From an optimization exercise on the open Yosys and OpenROAD flow, aimed at small area, a short achievable clock period and few clock cycles per item; shortcuts taken in it are not production practice.
RTL that was checked went through simulation tests only; none was proved equivalent to the original.
No functional check of the RTL was part of run 4.
Power figures rest on the tool's default switching activity, not on a simulated workload.

## config.mk

```make
export PLATFORM = sky130hd
export DESIGN_NAME = alu_exec_top
export DESIGN_NICKNAME = alu_exec_top
export VERILOG_FILES = /design/flow/design.v
export SDC_FILE = /design/flow/constraint.sdc
export NUM_CORES = 4
export LEC_CHECK = 0
export CAP_MARGIN = 20
export CELL_PAD_IN_SITES_DETAIL_PLACEMENT = 1
export CELL_PAD_IN_SITES_GLOBAL_PLACEMENT = 2
export CORE_MARGIN = 2
export CORE_UTILIZATION = 47
export CTS_BUF_LIST = sky130_fd_sc_hd__clkbuf_8
export CTS_CLUSTER_DIAMETER = 50
export CTS_CLUSTER_SIZE = 16
export PLACE_DENSITY = 0.65
export SETUP_SLACK_MARGIN = 4
export SLEW_MARGIN = 20
export SYNTH_HIERARCHICAL = 1
```

## constraint.sdc

```tcl
create_clock -name core_clock -period 8.0 [get_ports {in_clk}]
set_input_delay 1.6000 -clock core_clock [delete_from_list [all_inputs] [get_ports {in_clk}]]
set_output_delay 1.6000 -clock core_clock [all_outputs]
set_load 0.01 [all_outputs]
```

## design.v

```verilog
package alu_pkg;
  localparam int XLEN       = 32;
  localparam int REG_ADDR_W = 5;
  localparam int NUM_REGS   = 32;
  localparam int                    APB_ADDR_W    = 12;
  localparam logic [APB_ADDR_W-1:0] ADDR_INSTR    = 12'h000;
  localparam logic [APB_ADDR_W-1:0] ADDR_REG_BASE = 12'h080;
  localparam logic [6:0] OPC_OP_IMM = 7'b0010011;
  localparam logic [6:0] OPC_OP     = 7'b0110011;
  localparam logic [6:0] OPC_LUI    = 7'b0110111;
  localparam logic [2:0] F3_ADD_SUB = 3'b000;
  localparam logic [2:0] F3_SLL     = 3'b001;
  localparam logic [2:0] F3_SLT     = 3'b010;
  localparam logic [2:0] F3_SLTU    = 3'b011;
  localparam logic [2:0] F3_XOR     = 3'b100;
  localparam logic [2:0] F3_SR      = 3'b101;
  localparam logic [2:0] F3_OR      = 3'b110;
  localparam logic [2:0] F3_AND     = 3'b111;
  localparam logic [6:0] F7_BASE = 7'b0000000;
  localparam logic [6:0] F7_ALT  = 7'b0100000;
  localparam int CTL_W     = 11;
  localparam int CTL_SUB   = 0;    
  localparam int CTL_ADD   = 1;    
  localparam int CTL_SLT   = 2;    
  localparam int CTL_SLTU  = 3;    
  localparam int CTL_XOR   = 4;    
  localparam int CTL_OR    = 5;    
  localparam int CTL_AND   = 6;    
  localparam int CTL_SLL   = 7;    
  localparam int CTL_SRL   = 8;    
  localparam int CTL_SRA   = 9;    
  localparam int CTL_PASSB = 10;   
endpackage
`timescale 1ns/10ps
module alu_regfile (
  input  logic                           in_clk,
  input  logic                           in_rst,
  input  logic [alu_pkg::REG_ADDR_W-1:0] raddr_i,
  input  logic                           we_i,
  input  logic [alu_pkg::REG_ADDR_W-1:0] waddr_i,
  input  logic [alu_pkg::XLEN-1:0]       wdata_i,
  output logic [alu_pkg::XLEN-1:0]       rdata_o
);
  localparam int N = alu_pkg::NUM_REGS;
  localparam int W = alu_pkg::XLEN;
  logic [W-1:0] regs [1:N-1];
  logic [N-1:1] valid;
  logic [N-1:1] wsel;
  logic [N-1:1] rsel;
  logic         fwd;
  for (genvar i = 1; i < N; i++) begin : g_word
    assign wsel[i] = we_i && (waddr_i == i);
    assign rsel[i] = (raddr_i == i) && valid[i] && !wsel[i];
    always_ff @(posedge in_clk or negedge in_rst) begin
      if (!in_rst) begin
        valid[i] <= 1'b0;
      end else if (wsel[i]) begin
        valid[i] <= 1'b1;
      end
    end
    always_ff @(posedge in_clk) begin
      if (wsel[i]) begin
        regs[i] <= wdata_i;
      end
    end
  end
  assign fwd = we_i && (raddr_i == waddr_i) && (raddr_i != '0);
  always_comb begin
    rdata_o = {W{fwd}} & wdata_i;
    for (int i = 1; i < N; i++) begin
      rdata_o = rdata_o | ({W{rsel[i]}} & regs[i]);
    end
  end
endmodule
`timescale 1ns/10ps
module alu_decoder (
  input  logic [alu_pkg::XLEN-1:0] instr_i,
  output logic [alu_pkg::CTL_W-1:0] ctl_o,
  output logic                     use_imm_o,
  output logic                     lui_o,
  output logic                     illegal_o
);
  logic [6:0] opcode;
  logic [2:0] funct3;
  logic [6:0] funct7;
  assign opcode = instr_i[6:0];
  assign funct3 = instr_i[14:12];
  assign funct7 = instr_i[31:25];
  always_comb begin
    ctl_o     = '0;
    use_imm_o = 1'b0;
    lui_o     = 1'b0;
    illegal_o = 1'b1;
    case (opcode)
      alu_pkg::OPC_LUI: begin
        ctl_o[alu_pkg::CTL_PASSB] = 1'b1;
        use_imm_o   = 1'b1;
        lui_o       = 1'b1;
        illegal_o   = 1'b0;
      end
      alu_pkg::OPC_OP_IMM: begin
        use_imm_o = 1'b1;
        illegal_o = 1'b0;
        case (funct3)
          alu_pkg::F3_ADD_SUB: ctl_o[alu_pkg::CTL_ADD] = 1'b1;
          alu_pkg::F3_SLT:     begin ctl_o[alu_pkg::CTL_SLT]  = 1'b1; ctl_o[alu_pkg::CTL_SUB] = 1'b1; end
          alu_pkg::F3_SLTU:    begin ctl_o[alu_pkg::CTL_SLTU] = 1'b1; ctl_o[alu_pkg::CTL_SUB] = 1'b1; end
          alu_pkg::F3_XOR:     ctl_o[alu_pkg::CTL_XOR] = 1'b1;
          alu_pkg::F3_OR:      ctl_o[alu_pkg::CTL_OR]  = 1'b1;
          alu_pkg::F3_AND:     ctl_o[alu_pkg::CTL_AND] = 1'b1;
          alu_pkg::F3_SLL: begin
            ctl_o[alu_pkg::CTL_SLL] = 1'b1;
            illegal_o = (funct7 != alu_pkg::F7_BASE);
          end
          default: begin
            if (funct7 == alu_pkg::F7_BASE) begin
              ctl_o[alu_pkg::CTL_SRL] = 1'b1;
            end else if (funct7 == alu_pkg::F7_ALT) begin
              ctl_o[alu_pkg::CTL_SRA] = 1'b1;
            end else begin
              illegal_o = 1'b1;
            end
          end
        endcase
      end
      alu_pkg::OPC_OP: begin
        illegal_o = 1'b0;
        case ({funct7, funct3})
          {alu_pkg::F7_BASE, alu_pkg::F3_ADD_SUB}: ctl_o[alu_pkg::CTL_ADD] = 1'b1;
          {alu_pkg::F7_ALT,  alu_pkg::F3_ADD_SUB}: begin ctl_o[alu_pkg::CTL_ADD]  = 1'b1; ctl_o[alu_pkg::CTL_SUB] = 1'b1; end
          {alu_pkg::F7_BASE, alu_pkg::F3_SLL}:     ctl_o[alu_pkg::CTL_SLL] = 1'b1;
          {alu_pkg::F7_BASE, alu_pkg::F3_SLT}:     begin ctl_o[alu_pkg::CTL_SLT]  = 1'b1; ctl_o[alu_pkg::CTL_SUB] = 1'b1; end
          {alu_pkg::F7_BASE, alu_pkg::F3_SLTU}:    begin ctl_o[alu_pkg::CTL_SLTU] = 1'b1; ctl_o[alu_pkg::CTL_SUB] = 1'b1; end
          default:                                 illegal_o = 1'b1;
        endcase
      end
      default: begin
        illegal_o = 1'b1;
      end
    endcase
  end
endmodule
`timescale 1ns/10ps
module alu_execute (
  input  logic [alu_pkg::CTL_W-1:0] ctl_i,
  input  logic [alu_pkg::XLEN-1:0] opa_i,
  input  logic [alu_pkg::XLEN-1:0] opb_i,
  output logic [alu_pkg::XLEN-1:0] result_o
);
  localparam int W = alu_pkg::XLEN;
  logic [W-1:0] b_inv;
  logic [W:0]   sum;
  logic         ltu;
  logic         lts;
  logic [W-1:0] a_rev;
  logic [W-1:0] sh_in;
  logic [W-1:0] sh_out;
  logic [W-1:0] sh_rev;
  logic         fill;
  assign b_inv = opb_i ^ {W{ctl_i[alu_pkg::CTL_SUB]}};
  assign sum   = {1'b0, opa_i} + {1'b0, b_inv} + {{W{1'b0}}, ctl_i[alu_pkg::CTL_SUB]};
  assign ltu   = ~sum[W];
  assign lts   = (opa_i[W-1] ^ opb_i[W-1]) ? opa_i[W-1] : ltu;
  always_comb begin
    for (int i = 0; i < W; i++) a_rev[i] = opa_i[W-1-i];
  end
  assign sh_in  = ctl_i[alu_pkg::CTL_SLL] ? a_rev : opa_i;
  assign fill   = ctl_i[alu_pkg::CTL_SRA] & opa_i[W-1];
  assign sh_out = W'($signed({fill, sh_in}) >>> opb_i[4:0]);
  always_comb begin
    for (int i = 0; i < W; i++) sh_rev[i] = sh_out[W-1-i];
  end
  assign result_o = ({W{ctl_i[alu_pkg::CTL_ADD]}}               & sum[W-1:0])
                  | ({W{ctl_i[alu_pkg::CTL_SLT]}}               & {{(W-1){1'b0}}, lts})
                  | ({W{ctl_i[alu_pkg::CTL_SLTU]}}              & {{(W-1){1'b0}}, ltu})
                  | ({W{ctl_i[alu_pkg::CTL_XOR]}}              & (opa_i ^ opb_i))
                  | ({W{ctl_i[alu_pkg::CTL_OR]}}               & (opa_i | opb_i))
                  | ({W{ctl_i[alu_pkg::CTL_AND]}}              & (opa_i & opb_i))
                  | ({W{ctl_i[alu_pkg::CTL_SLL]}}               & sh_rev)
                  | ({W{ctl_i[alu_pkg::CTL_SRL] | ctl_i[alu_pkg::CTL_SRA]}}   & sh_out)
                  | ({W{ctl_i[alu_pkg::CTL_PASSB]}}             & opb_i);
endmodule
`timescale 1ns/10ps
module alu_apb_slave (
  input  logic                            in_clk,
  input  logic                            in_rst,
  input  logic [alu_pkg::APB_ADDR_W-1:0]  paddr_i,
  input  logic                            psel_i,
  input  logic                            penable_i,
  input  logic                            pwrite_i,
  input  logic [alu_pkg::XLEN-1:0]        pwdata_i,
  input  logic [alu_pkg::CTL_W-1:0]       ctl_i,
  input  logic                            use_imm_i,
  input  logic                            lui_i,
  input  logic                            illegal_i,
  output logic                            pready_o,
  output logic                            pslverr_o,
  output logic                            access_o,
  output logic [alu_pkg::REG_ADDR_W-1:0]  raddr_s_o,
  output logic [alu_pkg::REG_ADDR_W-1:0]  rs2_o,
  output logic [alu_pkg::REG_ADDR_W-1:0]  wreg_o,
  output logic                            bus_wr_o,
  output logic                            alu_go_o,
  output logic [alu_pkg::CTL_W-1:0]       ctl_o,
  output logic                            use_imm_o,
  output logic                            lui_o
);
  logic instr_hit;
  logic reg_hit;
  logic instr_ok;
  logic access_q;
  logic err_q;
  logic buswr_q;
  logic instr_q;
  assign instr_hit = (paddr_i == alu_pkg::ADDR_INSTR);
  assign reg_hit   = (paddr_i[alu_pkg::APB_ADDR_W-1:7] == 5'b00001) && (paddr_i[1:0] == 2'b00);
  assign instr_ok  = instr_hit & pwrite_i & ~illegal_i;
  assign raddr_s_o = paddr_i[7] ? paddr_i[6:2] : pwdata_i[19:15];
  always_ff @(posedge in_clk or negedge in_rst) begin
    if (!in_rst) begin
      access_q <= 1'b0;
      alu_go_o <= 1'b0;
    end else begin
      access_q <= psel_i & ~penable_i;
      alu_go_o <= access_q & instr_q;
    end
  end
  always_ff @(posedge in_clk) begin
    err_q     <= ~(instr_ok | reg_hit);
    buswr_q   <= reg_hit & pwrite_i;
    instr_q   <= instr_ok & (pwdata_i[11:7] != '0);
    wreg_o    <= paddr_i[7] ? paddr_i[6:2] : pwdata_i[11:7];
    rs2_o     <= pwdata_i[24:20];
    ctl_o     <= ctl_i;
    use_imm_o <= use_imm_i;
    lui_o     <= lui_i;
  end
  assign access_o  = access_q;
  assign pready_o  = access_q;
  assign pslverr_o = err_q;
  assign bus_wr_o  = access_q & buswr_q;
endmodule
`timescale 1ns/10ps
module alu_exec_top (
  input  logic                           in_clk,
  input  logic                           in_rst,
  input  logic [alu_pkg::APB_ADDR_W-1:0] paddr_i,
  input  logic                           psel_i,
  input  logic                           penable_i,
  input  logic                           pwrite_i,
  input  logic [alu_pkg::XLEN-1:0]       pwdata_i,
  output logic [alu_pkg::XLEN-1:0]       prdata_o,
  output logic                           pready_o,
  output logic                           pslverr_o
);
  localparam int W = alu_pkg::XLEN;
  logic [alu_pkg::CTL_W-1:0]      dec_ctl;
  logic                           dec_use_imm;
  logic                           dec_lui;
  logic                           dec_illegal;
  logic [alu_pkg::CTL_W-1:0]      ctl;
  logic                           use_imm;
  logic                           lui;
  logic                           access;
  logic [alu_pkg::REG_ADDR_W-1:0] raddr_s;
  logic [alu_pkg::REG_ADDR_W-1:0] rs2;
  logic [alu_pkg::REG_ADDR_W-1:0] wreg;
  logic [alu_pkg::REG_ADDR_W-1:0] raddr;
  logic                           bus_wr;
  logic                           alu_go;
  logic [W-1:0]                   port;
  logic [W-1:0]                   imm;
  logic [W-1:0]                   opa_q;
  logic                           byp_q;
  logic [W-1:0]                   opa;
  logic [W-1:0]                   opb_q;
  logic [W-1:0]                   result;
  logic                           wb_pend_q;
  logic [alu_pkg::REG_ADDR_W-1:0] wb_addr_q;
  logic [W-1:0]                   wb_data_q;
  alu_decoder u_decoder (
    .instr_i   (pwdata_i),
    .ctl_o     (dec_ctl),
    .use_imm_o (dec_use_imm),
    .lui_o     (dec_lui),
    .illegal_o (dec_illegal)
  );
  alu_apb_slave u_apb_slave (
    .in_clk    (in_clk),
    .in_rst    (in_rst),
    .paddr_i   (paddr_i),
    .psel_i    (psel_i),
    .penable_i (penable_i),
    .pwrite_i  (pwrite_i),
    .pwdata_i  (pwdata_i),
    .ctl_i     (dec_ctl),
    .use_imm_i (dec_use_imm),
    .lui_i     (dec_lui),
    .illegal_i (dec_illegal),
    .pready_o  (pready_o),
    .pslverr_o (pslverr_o),
    .access_o  (access),
    .raddr_s_o (raddr_s),
    .rs2_o     (rs2),
    .wreg_o    (wreg),
    .bus_wr_o  (bus_wr),
    .alu_go_o  (alu_go),
    .ctl_o     (ctl),
    .use_imm_o (use_imm),
    .lui_o     (lui)
  );
  assign raddr = access ? rs2 : raddr_s;
  alu_regfile u_regfile (
    .in_clk  (in_clk),
    .in_rst  (in_rst),
    .raddr_i (raddr),
    .we_i    (wb_pend_q),
    .waddr_i (wb_addr_q),
    .wdata_i (wb_data_q),
    .rdata_o (port)
  );
  assign imm = lui ? {pwdata_i[31:12], 12'b0} : {{(W-12){pwdata_i[31]}}, pwdata_i[31:20]};
  assign opa = byp_q ? wb_data_q : opa_q;
  always_ff @(posedge in_clk) begin
    byp_q <= alu_go && (raddr == wreg);
    opa_q <= access ? opa : port;
    opb_q <= use_imm ? imm : port;
  end
  assign prdata_o = opa;
  alu_execute u_execute (
    .ctl_i    (ctl),
    .opa_i    (opa_q),
    .opb_i    (opb_q),
    .result_o (result)
  );
  always_ff @(posedge in_clk or negedge in_rst) begin
    if (!in_rst) begin
      wb_pend_q <= 1'b0;
    end else begin
      wb_pend_q <= alu_go | bus_wr;
    end
  end
  always_ff @(posedge in_clk) begin
    wb_addr_q <= wreg;
    wb_data_q <= alu_go ? result : pwdata_i;
  end
endmodule
```

## flow/run.sh

```bash
#!/bin/bash
# The standard layout with extra ORFS settings on make's command line
set -euo pipefail
bash standard.sh 'BUFFER_PORTS_ARGS=-buffer_cell sky130_fd_sc_hd__buf_4' finish > make_finish.log 2>&1
```

## standard.sh

```bash
#!/bin/bash
# synth_recipe.tcl (not shown) runs the flow's synth.tcl, then flattens the netlist and writes it again
# the make line also repeats each setting of config.mk as NAME=value (left out here)
make -C /OpenROAD-flow-scripts/flow DESIGN_CONFIG=/design/flow/config.mk WORK_HOME=/design/flow/orfs CLKGATE_MAP_FILE= SYNTH_SCRIPT=/design/flow/synth_recipe.tcl "${@:-finish}"
```

==> impl_metrics.toml, run 1 <==
[outcome]
status = "timing/DRC/antenna clean"

[sta]
hold_violations = 0
fin_crit_ns = 4.20
setup_violations = 0
fmax_mhz = 238
worst_slew_pin_slew_ns = 1.34
holdWs_ns = 0.370
rsz0062_at_grt = "true"
slew_headroom_pct = 10.1
skew_ns = 0.124
slew_violations = 0
fin_crit_sh_pct = 52.5
setup_tns_ns = 0

[clocking]
cts_max_level = 3
ctsRootBufferMaster = "clkbuf_8"
clk_path_buf_depth = 3
numCtsBuffers = 118
cts_hold_buf = 0
tritoncts = "done"
clk_latency_ns = 0.91
clkSinkCount = 1154
cts.clk_slew.worst_paths_ns = 0.09

[logic_synthesis]
ys.flop_type = "edfxtp_1"
synth.distinct_cells = 88
syn_area_um2 = 52900
synthArstFlopShare_pct = 2.95
synth_edf_count = 992
syn_area_per_cell_um2 = 13.8
synthTopCellsByArea = "edfxtp_1 56%, dfxtp_1 4.8%, o2111ai_1 4.7%"
synthCells = 3834
ys_ff_latch = 1154
yosysTopAreaCell = "edfxtp_1"
yosysSeqAreaShare_pct = 62.7
yosysTopAreaCellShare_pct = 56.3
yosysWarnings = 12
synth_fp_nets = 3979

[finish]
layout_common_cells = "992 x edfxtp_1, 327 x buf_4, 277 x o2111ai_1"
fin_util_pct = 54.7
drive_above_1_share_pct = 24.6
area_delta_synth_final_pct = 15.8
mostFrequentLayoutCell = "edfxtp_1"
fin_nets = 4158

[worst_setup_path]
r2r_start = "wb_addr_q[2]"
ff2ff_path_depth = 7
reg2reg_to = "opa_q[24]"
crit_type = "in -> reg"
reg2reg_slack_ns = 3.82
cpPeakStageDelay_ns = 0.58
end_kind = "flip-flop"
path_cells = "clkbuf_16 -> nand2_2 -> o21ai_4 -> mux2_4 -> buf_4 -> and3_2 -> buf_12 -> o2111a_1 -> a2111oi_4 -> nand4_1 -> a2111o_1 -> mux2_2"
cp.arrival_ns = 4.91
cp_max_fo = 9
cp_slowest_cell = "a2111o_1"
cp.required_ns = 8.71
start_kind = "primary input"

[floorplanning]
placementRows = 123
coreArea_um2 = 112000
die_height_um = 340
die-area_um2 = 115000
io_pins = 83
initial_core_util_pct = 47.3
die_width_um = 340

[detailed_routing]
routed_wirelength_um = 252000
num_vias = 42152
ant_nets = 0
drcViolationCount = 0
wl_per_cell_um = 44.9
via_per_inst = 7.50
drt_iter0_drc = 6901
dr.pass1.iters = 9

[worst_hold_path]
worstHoldStart = "u_apb_slave.wreg_o[3]"
hold_class = "reg -> reg"
hold_depth = 0
min_to = "wb_addr_q[3]"

[global_route]
grt_pass1_wl_um = 335000
grt_pass1_vias = 40139
grt_start_max_net_pins = 80
grtUsageTotal_pct = 41.7
antenna_found_initial = 17
globalRoute.totalOverflow = 0

[power_and_ir_drop]
powerDensity_nw_per_um2 = 188
ir_drop_mv = 0.167
power_mw = 11.5
power.leakage_nw = 21.3

[placed_design]
gp_congestion = 0.949
port_buffers = 82
hpwl_um = 149000

[flow_run]
cap_violations = 0
[Yosys stat by module, one instance, submodules excluded]
module         cells inside  times used  flip-flops and latches  area, µm²
alu_apb_slave            68           1                      28        776
alu_regfile            2442           1                    1023      41200
alu_execute             939           1                       0       6840
alu_exec_top            342           1                     103       3820
alu_decoder              43           1                       0        267
[registers in the layout, summed over array words and instances, names as in the netlist, 5 cells and up]
register	count
opa_q	32
u_apb_slave.rs2_o	5
wb_addr_q	5
opb_q	32
u_regfile.regs	992
u_regfile.valid	31
u_apb_slave.wreg_o	5
u_apb_slave.ctl_o	11
wb_data_q	32
[per-layer routing]
layer,vias up,wire length [µm],track usage (%),share of wire [%]
li1,16136,-,-,-
met1,21813,96000,57.6,38
met2,3521,106000,60.5,42
met3,676,35300,11.9,14
met4,6,14800,20.5,5.9
met5,-,133,0,0.053
[critical path, delay by kind of cell]
kind            cells  cell delay [ns]
compound gates      4             1.20
buf+inv             3             0.53
mux                 2             0.66
simple gates        3             0.89
[timing repair]
item / CTS / global route
resized for setup: 185 / 116
buffers inserted: 75 / 59
gates cloned: 10 / 13
setup endpoints to repair: 90 / 64
pin swaps: 35 / 54
[cell families (layout without fill, tap and decap cells)]
family | count (synthesis) | count (layout) | synth area share [%]
buffers and inverters | 548 | 814 | 4.10
other | 0 | 8 | 0
muxes | 204 | 210 | 4.88
xor gates and xnor gates | 60 | 60 | 0.993
and+or+nand+nor | 581 | 587 | 5.88
AOI/OAI and AO/OA | 1191 | 1191 | 19.1
DFF | 1154 | 1154 | 62.7
adders and majority gates | 96 | 96 | 2.28
[per-stage QoR]
stage | instances | area (µm²) | setup slack [ns]
final | 5620 | 61300 | 3.80
after global routing | 5615 | 61300 | 3.91
after CTS | 5539 | 60100 | 3.98
after detailed placement | 5235 | 55900 | 1.86
after global placement | 5235 | 55900 | 1.61
after floorplan | 3834 | 53300 | 3.72
[cell type report]
cell class,count,area [µm²]
clock inverter,100,1050
inverter,191,724
tap,1500,1880
timing repair buffer,404,3790
fill,10874,50700
sequential,1154,33200
clock buffer,119,1640
antenna,8,20.0
multi-input combinational,2144,19000
[cell usage after synthesis, types with 95 or more instances]
cell       instances
dfxtp_1          128
nand2_1          155
inv_1            190
edfxtp_1         992
mux2_2           122
o2111a_1         201
a21oi_1           98
a22oi_1           99
ha_1              95
o2111ai_1        285
o21ai_0          107
clkbuf_1         258
nor2_1           119
[report_power, final]
group,total [mW],internal [mW],leakage [nW],switching [mW]
Combinational,0.627,0.163,9.55,0.463
Sequential,6.58,6.53,10.4,0.0485
Clock,4.31,1.86,1.34,2.45
[worst max-delay path by stage]
stage / slack [ns] / cells after the start / end / from
floorplan: 3.72 / 12 / opb_q[31] / paddr_i[7]
global placement: 1.61 / 10 / opa_q[26] / paddr_i[7]
detailed placement: 1.86 / 12 / opa_q[22] / paddr_i[7]
CTS: 3.98 / 13 / opa_q[14] / pwdata_i[18]
global route: 3.91 / 14 / opa_q[21] / pwdata_i[16]
finish: 3.80 / 12 / opa_q[27] / paddr_i[7]
Testbench counts, summed over its fixed seeds: cycles 49,008, transfers 24,504.
==> run 2: changes to the inputs <==
--- a/config.mk
+++ b/config.mk
@@ -14,6 +14,5 @@
 export CTS_CLUSTER_DIAMETER = 50
 export CTS_CLUSTER_SIZE = 16
 export PLACE_DENSITY = 0.65
-export SETUP_SLACK_MARGIN = 4
+export SETUP_SLACK_MARGIN = 4.3
 export SLEW_MARGIN = 20
-export SYNTH_HIERARCHICAL = 1
==> run 2 against run 1 <==
  * Sequential power is essentially flat
  * Sequential cell count shrank 1
  * Global-route usage shrank 2.0 points
  * Critical path depth is the same
  * Non-clock buffer count shrank 41
  * Largest power group unchanged
  * Highest routed layer unchanged
==> impl_metrics.toml, run 2 <==
[power_and_ir_drop]
power.leakage_nw = 19.9
p_sw_share_pct = 23.9
powerDensity_nw_per_um2 = 190
p_seq_share_pct = 59.6
internal_power_mw = 8.40
power_mw = 11.0
power_switching_mw = 2.63
ir_drop_mv = 0.147
clkPwrFrac_pct = 37.1
power_frac_comb_pct = 3.2

[logic_synthesis]
ys.flop_type = "edfxtp_1"
post-synth-top-count-cell = "edfxtp_1"
synthCells = 3280
syn_area_per_cell_um2 = 15.0
synth_fp_nets = 3425
yosysWarnings = 6
ys_ff_latch = 1153
yosysTopAreaCell = "edfxtp_1"
yosysTopAreaCellShare_pct = 60.7
synth_edf_count = 992
syn_area_um2 = 49100
synthTopCellsByArea = "edfxtp_1 61%, dfxtp_1 5.2%, a22o_1 2.9%"
yosysSeqAreaShare_pct = 67.6
synthTopCellsByCount = "992 x edfxtp_1, 185 x nand2_1, 164 x a22o_1"
synthArstFlopShare_pct = 2.95
synth.distinct_cells = 96

[finish]
mostFrequentLayoutCell = "edfxtp_1"
fin_nets = 3696
fin_area_um2 = 57900
area_delta_synth_final_pct = 18.1
fin_util_pct = 56.0
largest_reg_flops = 992
top_register = "u_regfile.regs"
drive_above_1_share_pct = 28.5
layout_common_cells = "992 x edfxtp_1, 248 x buf_4, 181 x nand2_1"

[worst_setup_path]
cp_slowest_cell = "a2111oi_4"
path_buf_inv = 3
crit_type = "in -> reg"
cp_max_fo = 23
cp.arrival_ns = 4.56
cp_top_family = "compound AO/OA/AOI/OAI gates"
cpPeakStageDelay_ns = 0.41
path_cells = "buf_16 -> mux2i_4 -> o21a_4 -> nor2_1 -> nor4b_4 -> buf_4 -> buf_8 -> a22oi_1 -> o2111ai_2 -> a2111oi_4 -> nand3_2 -> mux2_2"
start_kind = "primary input"
cp.required_ns = 8.72
end_kind = "flip-flop"

[detailed_routing]
num_vias = 35560
wl_per_cell_um = 42.9
dr.pass1.iters = 6
ant_nets = 0
drcViolationCount = 0
drt_iter0_drc = 5836
routed_wirelength_um = 216000
via_per_inst = 7.06

[placed_design]
port_buffers = 82
gp_congestion = 0.943
place_area_um2 = 51900
hpwl_um = 122000

[floorplanning]
coreArea_um2 = 103000
die_height_um = 327
die-area_um2 = 107000
io_pins = 83
die_width_um = 327
placementRows = 118
initial_core_util_pct = 47.4

[sta]
fmax_mhz = 260
fin_crit_sh_pct = 48.1
rsz0062_at_grt = "true"
fin_crit_ns = 3.85
worst_slew_pin_slew_ns = 0.998
skew_ns = 0.0629
hold_violations = 0
slew_headroom_pct = 33.4
slew_violations = 0
setup_violations = 0
setup_tns_ns = 0

[outcome]
status = "timing/DRC/antenna clean"

[global_route]
grt_pass1_wl_um = 291000
grt_start_max_net_pins = 61
globalRoute.totalOverflow = 0
grt_pass1_vias = 35042
grtUsageTotal_pct = 39.7
antenna_found_initial = 15

[clocking]
cts_max_level = 3
numCtsBuffers = 116
clkSinkCount = 1153
tritoncts = "done"
clk_latency_ns = 0.85
clk_path_buf_depth = 3
cts.clk_slew.worst_paths_ns = 0.09
ctsRootBufferMaster = "clkbuf_8"
cts_hold_buf = 0

[worst_hold_path]
hold_class = "reg -> reg"

[flow_run]
cap_violations = 0
[run 2: worst paths after layout]
check	startpoint	end	slack, ns	cells past startpoint
worst max register to register	wb_pend_q	opa_q[22]	4.32	10
worst min register to register	u_apb_slave.wreg_o[4]	wb_addr_q[4]	0.37	0
max in group asynchronous	in_rst	u_apb_slave.access_q	6.86	1
min in group asynchronous	in_rst	u_regfile.valid[20]	0.73	1
worst max-delay path	paddr_i[7]	opa_q[0]	4.15	12
worst min-delay path	u_apb_slave.wreg_o[4]	wb_addr_q[4]	0.37	0
[run 2: power groups by stage]
stage	Sequential [mW]	Clock, mW	Combinational (mW)
2_1_floorplan	6.71	0	0.118
3_3_place_gp	6.71	0	0.263
3_5_place_dp	6.71	0	0.271
4_1_cts	6.58	4.11	0.327
5_1_grt	6.58	4.31	0.364
6_report	6.58	4.10	0.356
[run 2: through the flow]
stage | worst slack (ns) | cells | hold WS, ns
after floorplan | 4.11 | 3280 | 0.350
after global placement | 2.43 | 4653 | 0.363
after detailed placement | 2.34 | 4653 | 0.360
after CTS | 4.18 | 4997 | 0.366
after global routing | 4.20 | 5030 | 0.372
final | 4.15 | 5036 | 0.366
[run 2: what timing repair did]
item / 4_1_cts / 5_1_grt
buffers inserted: 119 / 25
gates cloned: 11 / 5
pin swaps: 44 / 47
setup endpoints to repair: 118 / 85
gates resized for setup: 315 / 102
[run 2: final cells by class]
cell class / instances / area [µm²]
clock buffers: 120 / 1650
well taps: 1380 / 1730
inverters: 96 / 360
diodes: 9 / 22.5
clock inverters: 94 / 895
fillers: 9699 / 45600
multi-input cells: 1821 / 16000
flip-flops and latches: 1153 / 33300
repair buffers: 363 / 3970
[run 2: cells by family after synthesis]
family | share of synthesized area (%)
DFF | 67.6
AOI/OAI and AO/OA | 15.2
and+or+nand+nor | 6.76
buffers and inverters | 3.23
muxes | 3.65
adders and majority gates | 2.46
xor gates and xnor gates | 1.11
[run 2: metal layers]
metal  GRT usage, %  part of all wire (%)
met5              0                 0.025
met4           17.5                   5.0
met3           8.54                    12
met2           59.5                    44
met1           55.9                    39
==> run 3: changes to the inputs <==
--- a/config.mk
+++ b/config.mk
@@ -9,10 +9,10 @@
 export CELL_PAD_IN_SITES_DETAIL_PLACEMENT = 1
 export CELL_PAD_IN_SITES_GLOBAL_PLACEMENT = 2
 export CORE_MARGIN = 2
-export CORE_UTILIZATION = 47
+export CORE_UTILIZATION = 52
 export CTS_BUF_LIST = sky130_fd_sc_hd__clkbuf_8
 export CTS_CLUSTER_DIAMETER = 50
 export CTS_CLUSTER_SIZE = 16
-export PLACE_DENSITY = 0.65
-export SETUP_SLACK_MARGIN = 4.3
+export PLACE_DENSITY = 0.68
+export SETUP_SLACK_MARGIN = 4
 export SLEW_MARGIN = 20
==> run 3 against run 2 <==
  * Global-route usage up 0.34 points
  * Cell area fell by 5.2%
  * Non-clock buffer count shrank 99
  * First-iteration DRC count increased by 0.45%
  * Synthesized area stayed put
  * Combinational power decreased by 13%
  * Via count shrank 2.9%
  * Total power down 2.5%
  * Routed wire length fell by 8.8%
  * Register-to-register slack lost 0.35 ns
  * Hold slack improved by 0.0044 ns
  * Clock skew down 0.017 ns
  * Critical endpoint is now opa_q[27]
  * Largest power group unchanged
==> impl_metrics.toml, run 3 <==
[outcome]
status = "timing/DRC/antenna clean"

[power_and_ir_drop]
ir_drop_mv = 0.169
powerDensity_nw_per_um2 = 196
power_mw = 10.8
power.leakage_nw = 18.8

[worst_hold_path]
hold_class = "reg -> reg"

[finish]
finalNonFillerCells = 4787
fillCellCount = 8777
area_delta_synth_final_pct = 12.0
drive_above_1_share_pct = 21.8
fin_area_um2 = 54900
largest_reg_flops = 992
fin_nets = 3589
mostFrequentLayoutCell = "edfxtp_1"
layout_common_cells = "992 x edfxtp_1, 201 x buf_4, 184 x nand2_1"
fin_util_pct = 58.8
top_register = "u_regfile.regs"

[worst_setup_path]
start_kind = "primary input"
reg2reg_slack_ns = 3.97
cp.arrival_ns = 4.79
cp_common_cell = "buf_4"
cp_slowest_cell = "a222oi_1"
crit_type = "in -> reg"
cp.required_ns = 8.71
cpPeakStageDelay_ns = 0.64
path_cells = "buf_8 -> mux2i_4 -> o21a_4 -> buf_4 -> nor4b_2 -> buf_4 -> nor2b_4 -> buf_4 -> a222oi_1 -> nand4_1 -> a211o_1 -> mux2_2"
end_kind = "flip-flop"
cp_max_fo = 13

[detailed_routing]
drt_iter0_drc = 5862
via_per_inst = 7.21
ant_nets = 0
wl_per_cell_um = 41.1
drcViolationCount = 0
num_vias = 34521
dr.pass1.iters = 8
routed_wirelength_um = 197000

[clocking]
cts_hold_buf = 0
clk_path_buf_depth = 3
ctsRootBufferMaster = "clkbuf_8"
numCtsBuffers = 109
clk_latency_ns = 0.84
cts.clk_slew.worst_paths_ns = 0.09
clkSinkCount = 1153
tritoncts = "done"
cts_max_level = 3

[floorplanning]
die_width_um = 311
coreArea_um2 = 93500
placementRows = 112
die-area_um2 = 96800
die_height_um = 311
io_pins = 83
initial_core_util_pct = 52.5

[logic_synthesis]
yosysTopAreaCellShare_pct = 60.7
synthCells = 3280
ys.flop_type = "edfxtp_1"
yosysWarnings = 6
synth_fa_ha_area_share_pct = 2.46
syn_area_per_cell_um2 = 15.0
synth_compound_area_share_pct = 15.2
yosysSeqAreaShare_pct = 67.6
synth_fp_nets = 3425
synth_edf_count = 992
synth.distinct_cells = 96
syn_area_um2 = 49100
post-synth-top-count-cell = "edfxtp_1"
synth_top_family_by_area = "compound AO/OA/AOI/OAI gates"
synth_simple_gate_area_share_pct = 6.76
synth.area.mux_share_pct = 3.65
synthTopCellsByCount = "992 x edfxtp_1, 185 x nand2_1, 164 x a22o_1"
synthTopCellsByArea = "edfxtp_1 61%, dfxtp_1 5.2%, a22o_1 2.9%"
synth_xor_area_share_pct = 1.11
synthArstFlopShare_pct = 2.95
yosysTopAreaCell = "edfxtp_1"
ys_ff_latch = 1153

[flow_run]
cap_violations = 0

[sta]
slew_headroom_pct = 21.9
worst_slew_pin_slew_ns = 1.16
setup_violations = 0
hold_violations = 0
fmax_mhz = 245
rsz0062_at_grt = "true"
setup_tns_ns = 0
fin_ws_ns = 3.92
holdWs_ns = 0.370
skew_ns = 0.0464
fin_crit_sh_pct = 51.0
slew_violations = 0
fin_crit_ns = 4.08

[placed_design]
place_ws_ns = 2.22
place_area_um2 = 51400
hpwl_um = 114000
port_buffers = 82
dp_cells = 4527
gp_congestion = 0.931

[global_route]
grtUsageTotal_pct = 40.0
grt_pass1_vias = 33897
antenna_found_initial = 13
globalRoute.totalOverflow = 0
grt_start_max_net_pins = 65
grt_pass1_wl_um = 270000
run 3: cell types whose count changed in the layout (fill, tap and decap cells not counted), sizes merged:
cell      before  now
buf          356  261
bufbuf         3    0
clkinv        44   46
clkbuf       124  112
diode          9    2
o21a          49   46
nor2b         20   21
and4           5    6
clkinvlp      16    9
inv          122  123
bufinv         8    7
run 3: per-layer routing:
metal,share of wire [%],wire length (µm),track usage [%],vias to the layer above
li1,-,-,-,13506
met1,38,75500,55.6,17949
met4,4.7,9310,16.8,10
met5,0.031,62,0,-
met2,44,87500,60.3,2579
met3,12,24400,10.1,477
run 3: final timing paths:
kind                                        end  depth (start not counted)             startpoint
min reg2reg                        wb_addr_q[2]                          0  u_apb_slave.wreg_o[2]
max reg2reg                       wb_data_q[31]                         12               opb_q[3]
min in group asynchronous    u_regfile.valid[7]                          1                 in_rst
max                                   opa_q[27]                         12             paddr_i[7]
min                                wb_addr_q[2]                          0  u_apb_slave.wreg_o[2]
max in group asynchronous  u_apb_slave.alu_go_o                          1                 in_rst
run 3: repair_timing:
action	CTS	global route
pin swaps	15	14
setup endpoints to repair	94	55
setup buffers	46	11
cloned	3	0
resized for setup	111	42
run 3: cell type report:
cell class / count / area (µm²) / share of cell area (%)
tap: 1254 / 1570 / 2.86
multi-input combinational: 1820 / 15000 / 27.2
antenna: 2 / 5.00 / 0.00911
sequential: 1153 / 33200 / 60.5
timing repair buffer: 264 / 2490 / 4.53
clock buffer: 109 / 1500 / 2.73
clock inverter: 89 / 840 / 1.53
inverter: 96 / 360 / 0.656
run 3: where the power goes:
part	internal, mW	leakage [nW]	switching (mW)
Clock	1.60	1.20	2.27
Combinational	0.0905	7.16	0.218
Sequential	6.53	10.4	0.0449
run 3: logic make-up after synthesis:
| family | count (synthesis) |
|---|---|
| simple gates | 615 |
| compound gates | 921 |
| flops | 1153 |
| mux | 123 |
| xor+xnor | 62 |
| fa+ha+maj | 96 |
| buf+inv | 310 |
run 3: worst max-delay path, delay by kind of cell:
| kind | cells | cell delay, ns |
|---|---|---|
| and+or+nand+nor | 3 | 0.45 |
| AOI/OAI and AO/OA | 3 | 1.27 |
| muxes | 2 | 0.61 |
| buffers and inverters | 4 | 0.81 |
==> run 4: changes to the inputs <==
--- a/design.v
+++ b/design.v
@@ -35,7 +35,7 @@
 module alu_regfile (
   input  logic                           in_clk,
   input  logic                           in_rst,
-  input  logic [alu_pkg::REG_ADDR_W-1:0] raddr_i,
+  input  logic [alu_pkg::NUM_REGS-1:1]   rsel_i,
   input  logic                           we_i,
   input  logic [alu_pkg::REG_ADDR_W-1:0] waddr_i,
   input  logic [alu_pkg::XLEN-1:0]       wdata_i,
@@ -50,7 +50,7 @@
   logic         fwd;
   for (genvar i = 1; i < N; i++) begin : g_word
     assign wsel[i] = we_i && (waddr_i == i);
-    assign rsel[i] = (raddr_i == i) && valid[i] && !wsel[i];
+    assign rsel[i] = rsel_i[i] && valid[i] && !wsel[i];
     always_ff @(posedge in_clk or negedge in_rst) begin
       if (!in_rst) begin
         valid[i] <= 1'b0;
@@ -64,7 +64,7 @@
       end
     end
   end
-  assign fwd = we_i && (raddr_i == waddr_i) && (raddr_i != '0);
+  assign fwd = |(rsel_i & wsel);
   always_comb begin
     rdata_o = {W{fwd}} & wdata_i;
     for (int i = 1; i < N; i++) begin
@@ -196,7 +196,6 @@
   output logic                            pready_o,
   output logic                            pslverr_o,
   output logic                            access_o,
-  output logic [alu_pkg::REG_ADDR_W-1:0]  raddr_s_o,
   output logic [alu_pkg::REG_ADDR_W-1:0]  rs2_o,
   output logic [alu_pkg::REG_ADDR_W-1:0]  wreg_o,
   output logic                            bus_wr_o,
@@ -215,7 +214,6 @@
   assign instr_hit = (paddr_i == alu_pkg::ADDR_INSTR);
   assign reg_hit   = (paddr_i[alu_pkg::APB_ADDR_W-1:7] == 5'b00001) && (paddr_i[1:0] == 2'b00);
   assign instr_ok  = instr_hit & pwrite_i & ~illegal_i;
-  assign raddr_s_o = paddr_i[7] ? paddr_i[6:2] : pwdata_i[19:15];
   always_ff @(posedge in_clk or negedge in_rst) begin
     if (!in_rst) begin
       access_q <= 1'b0;
@@ -253,6 +251,7 @@
   output logic                           pready_o,
   output logic                           pslverr_o
 );
+  localparam int N = alu_pkg::NUM_REGS;
   localparam int W = alu_pkg::XLEN;
   logic [alu_pkg::CTL_W-1:0]      dec_ctl;
   logic                           dec_use_imm;
@@ -262,10 +261,10 @@
   logic                           use_imm;
   logic                           lui;
   logic                           access;
-  logic [alu_pkg::REG_ADDR_W-1:0] raddr_s;
   logic [alu_pkg::REG_ADDR_W-1:0] rs2;
   logic [alu_pkg::REG_ADDR_W-1:0] wreg;
-  logic [alu_pkg::REG_ADDR_W-1:0] raddr;
+  logic [N-1:1]                   rsel;
+  logic [N-1:1]                   wrsel;
   logic                           bus_wr;
   logic                           alu_go;
   logic [W-1:0]                   port;
@@ -300,7 +299,6 @@
     .pready_o  (pready_o),
     .pslverr_o (pslverr_o),
     .access_o  (access),
-    .raddr_s_o (raddr_s),
     .rs2_o     (rs2),
     .wreg_o    (wreg),
     .bus_wr_o  (bus_wr),
@@ -309,11 +307,16 @@
     .use_imm_o (use_imm),
     .lui_o     (lui)
   );
-  assign raddr = access ? rs2 : raddr_s;
+  for (genvar i = 1; i < N; i++) begin : g_rsel
+    assign rsel[i] = access     ? (rs2 == i)
+                   : paddr_i[7] ? (paddr_i[6:2] == i)
+                   :              (pwdata_i[19:15] == i);
+    assign wrsel[i] = (wreg == i);
+  end
   alu_regfile u_regfile (
     .in_clk  (in_clk),
     .in_rst  (in_rst),
-    .raddr_i (raddr),
+    .rsel_i  (rsel),
     .we_i    (wb_pend_q),
     .waddr_i (wb_addr_q),
     .wdata_i (wb_data_q),
@@ -322,7 +325,9 @@
   assign imm = lui ? {pwdata_i[31:12], 12'b0} : {{(W-12){pwdata_i[31]}}, pwdata_i[31:20]};
   assign opa = byp_q ? wb_data_q : opa_q;
   always_ff @(posedge in_clk) begin
-    byp_q <= alu_go && (raddr == wreg);
+    if (!access) begin
+      byp_q <= alu_go && |(rsel & wrsel);
+    end
     opa_q <= access ? opa : port;
     opb_q <= use_imm ? imm : port;
   end
@@ -341,7 +346,9 @@
     end
   end
   always_ff @(posedge in_clk) begin
-    wb_addr_q <= wreg;
-    wb_data_q <= alu_go ? result : pwdata_i;
+    if (alu_go || bus_wr) begin
+      wb_addr_q <= wreg;
+      wb_data_q <= alu_go ? result : pwdata_i;
+    end
   end
 endmodule
--- a/config.mk
+++ b/config.mk
@@ -9,10 +9,10 @@
 export CELL_PAD_IN_SITES_DETAIL_PLACEMENT = 1
 export CELL_PAD_IN_SITES_GLOBAL_PLACEMENT = 2
 export CORE_MARGIN = 2
-export CORE_UTILIZATION = 52
+export CORE_UTILIZATION = 47
 export CTS_BUF_LIST = sky130_fd_sc_hd__clkbuf_8
 export CTS_CLUSTER_DIAMETER = 50
 export CTS_CLUSTER_SIZE = 16
-export PLACE_DENSITY = 0.68
+export PLACE_DENSITY = 0.65
 export SETUP_SLACK_MARGIN = 4
 export SLEW_MARGIN = 20
==> run 4 against run 3 <==
  * Still clean on timing, DRC and antenna
  * Cell area increased by 3.7%
  * First-iteration DRC count increased by 4.5%
  * Die area increased by 11%
  * Critical path depth decreased by 1
  * Cell count increased by 6.5%
  * Count of clock-buffer cells in the layout increased by 5
  * Utilization decreased by 3.7 points
  * Critical endpoint is now opa_q[2]
  * Largest power group unchanged
==> impl_metrics.toml, run 4 <==
[sta]
setup_violations = 0
hold_violations = 0
fmax_mhz = 247
slew_headroom_pct = 25.8
fin_crit_ns = 4.04
skew_ns = 0.0978
rsz0062_at_grt = "true"
setup_tns_ns = 0
slew_violations = 0
fin_crit_sh_pct = 50.5
worst_slew_pin_slew_ns = 1.10

[clocking]
tritoncts = "done"
cts_hold_buf = 0
cts.clk_slew.worst_paths_ns = 0.08
clk_path_buf_depth = 3
clkSinkCount = 1153
clk_latency_ns = 0.89
ctsRootBufferMaster = "clkbuf_8"
numCtsBuffers = 113
cts_max_level = 3

[detailed_routing]
via_per_inst = 7.06
ant_nets = 0
drt_iter0_drc = 6128
dr.pass1.iters = 6
drcViolationCount = 0
num_vias = 35987
routed_wirelength_um = 215000
wl_per_cell_um = 42.3

[logic_synthesis]
post-synth-top-count-cell = "edfxtp_1"
synthArstFlopShare_pct = 2.95
syn_area_per_cell_um2 = 14.6
yosysTopAreaCellShare_pct = 63.0
ys.flop_type = "edfxtp_1"
yosysSeqAreaShare_pct = 68.4
yosysWarnings = 6
synth_edf_count = 1030
syn_area_um2 = 49100
synthTopCellsByArea = "edfxtp_1 63%, dfxtp_1 3.6%, a22oi_1 3.2%"
synthCells = 3365
synth.distinct_cells = 92
synthTopCellsByCount = "1030 x edfxtp_1, 208 x a22oi_1, 162 x nand2_1"
yosysTopAreaCell = "edfxtp_1"
ys_ff_latch = 1153
synth_fp_nets = 3510

[worst_setup_path]
crit_type = "in -> reg"
cp-startpoint = "paddr_i[7]"
end_kind = "flip-flop"
start_kind = "primary input"
cp.required_ns = 8.68
r2r_start = "wb_addr_q[4]"
cp.arrival_ns = 4.72
cp_max_fo = 9

[finish]
largest_reg_flops = 992
fin_nets = 3770
drive_above_1_share_pct = 22.1
layout_common_cells = "1030 x edfxtp_1, 269 x buf_4, 208 x a22oi_1"
area_delta_synth_final_pct = 16.1
top_register = "u_regfile.regs"
mostFrequentLayoutCell = "edfxtp_1"
fillCellCount = 9780

[global_route]
grt_pass1_vias = 34932
grtUsageTotal_pct = 39.3
grt_pass1_wl_um = 289000
antenna_found_initial = 9
globalRoute.totalOverflow = 0
grt_start_max_net_pins = 66

[power_and_ir_drop]
powerDensity_nw_per_um2 = 205
ir_drop_mv = 0.163
power_mw = 11.7
power.leakage_nw = 19.3

[placed_design]
gp_congestion = 0.940
hpwl_um = 119000
port_buffers = 82

[flow_run]
cap_violations = 0

[floorplanning]
initial_core_util_pct = 47.4
die_height_um = 327
die-area_um2 = 107000
die_width_um = 327
coreArea_um2 = 103000
placementRows = 118
io_pins = 83

[worst_hold_path]
hold_class = "reg -> reg"
worstHoldStart = "u_apb_slave.instr_q"

[outcome]
status = "timing/DRC/antenna clean"
run 4: kinds of logic (layout without fill, tap and decap cells):
family / after synthesis / after routing / share of synthesized area, %
other cells: 0 / 5 / 0
mux: 103 / 103 / 3.10
simple gates: 657 / 663 / 6.93
xor+xnor: 50 / 50 / 0.892
flops: 1153 / 1153 / 68.4
fa+ha+maj: 96 / 96 / 2.46
compound gates: 981 / 985 / 15.3
buf+inv: 325 / 662 / 2.87
run 4: metal layers:
layer,wire length (µm),track usage (%)
met5,21,0
met4,13600,20.3
met3,22900,7.77
met2,99100,62.3
met1,79800,51.6
run 4: report_power, final:
| group | total (mW) | internal (mW) | switching, mW |
|---|---|---|---|
| clock network | 4.07 | 1.77 | 2.30 |
| registers | 6.58 | 6.49 | 0.0863 |
| logic | 1.01 | 0.384 | 0.623 |
run 4: final timing paths:
path | end | slack (ns) | cells past startpoint
max in group asynchronous | u_apb_slave.access_q | 6.78 | 1
max reg2reg | opa_q[28] | 4.05 | 11
max | opa_q[2] | 3.96 | 11
min reg2reg | u_apb_slave.alu_go_o | 0.45 | 1
min | u_apb_slave.alu_go_o | 0.45 | 1
min in group asynchronous | u_regfile.valid[24] | 0.75 | 1
run 4: repair_timing:
action | CTS | global route
cloned | 9 | 6
endpoints found under the hold margin | 0 | 0
setup buffers | 114 | 52
endpoints found under the setup margin | 105 | 78
pin swaps | 53 | 44
gates resized for setup | 171 | 74
run 4: critical path, stage by stage:
cell	delay, ns
buf_16	0.13
mux2i_4	0.44
o21a_4	0.29
buf_6	0.13
nor4b_2	0.06
a22o_1	0.28
a222oi_1	0.92
nand4_1	0.28
a2111oi_4	0.28
buf_4	0.21
a21oi_1	0.08
run 4: through the flow:
stage	hold slack (ns)	worst slack (ns)	utilization, %	area, µm²	std cells
after floorplan	0.406	3.96	-	49100	3365
after global placement	0.423	2.14	49.7	51400	4704
after detailed placement	0.441	2.03	49.8	51500	4709
after CTS	0.450	3.97	54.1	56000	5034
after global routing	0.483	3.94	55.0	56900	5094
final	0.445	3.96	55.0	56900	5097
run 4: final cells by class:
class | instances | area [µm²] | area share, %
flip-flops and latches | 1153 | 33600 | 59.0
multi-input cells | 1897 | 15200 | 26.8
repair buffers | 364 | 3580 | 6.29
well taps | 1380 | 1730 | 3.03
clock buffers | 114 | 1570 | 2.76
clock inverters | 88 | 885 | 1.55
inverters | 96 | 363 | 0.637
diodes | 5 | 12.5 | 0.0220

## port drivers added, routing unchanged
The flow's constraints put no driver on any port. The routed layouts listed below were extracted and timed again, unchanged, in two steps.
Step 1 sets driving cells, clkbuf_16 on the clock port and buf_2 on the other inputs (assumed; they add their load-dependent delay and slew).
Step 2 moves the port delays by t, midway between the first and last clock arrival at a register: inputs arrive t later, outputs are due t later. That takes back most of the time a late clock gives input paths.
Three values: no drivers, after step 1, after step 2; two values: the first two.
run | t, ns | setup slack, ns | worst setup path at the end | worst slew at a driven data input, ns
run 1 | 0.927 | 3.802 / 3.762 / 2.835 | input to register | 0.18
run 2 | 0.902 | 4.153 / 4.126 / 3.224 | input to register | 0.10
run 3 | 0.887 | 3.920 / 3.935 / 3.048 | input to register | 0.09
run 4 | 0.910 | 3.960 / 3.942 / 3.032 | input to register | 0.08
After both steps setup and hold are still met in every run listed. The setup slack of run 1, which loses most, moves by -0.040 ns with the drivers and by -0.967 ns with both steps.
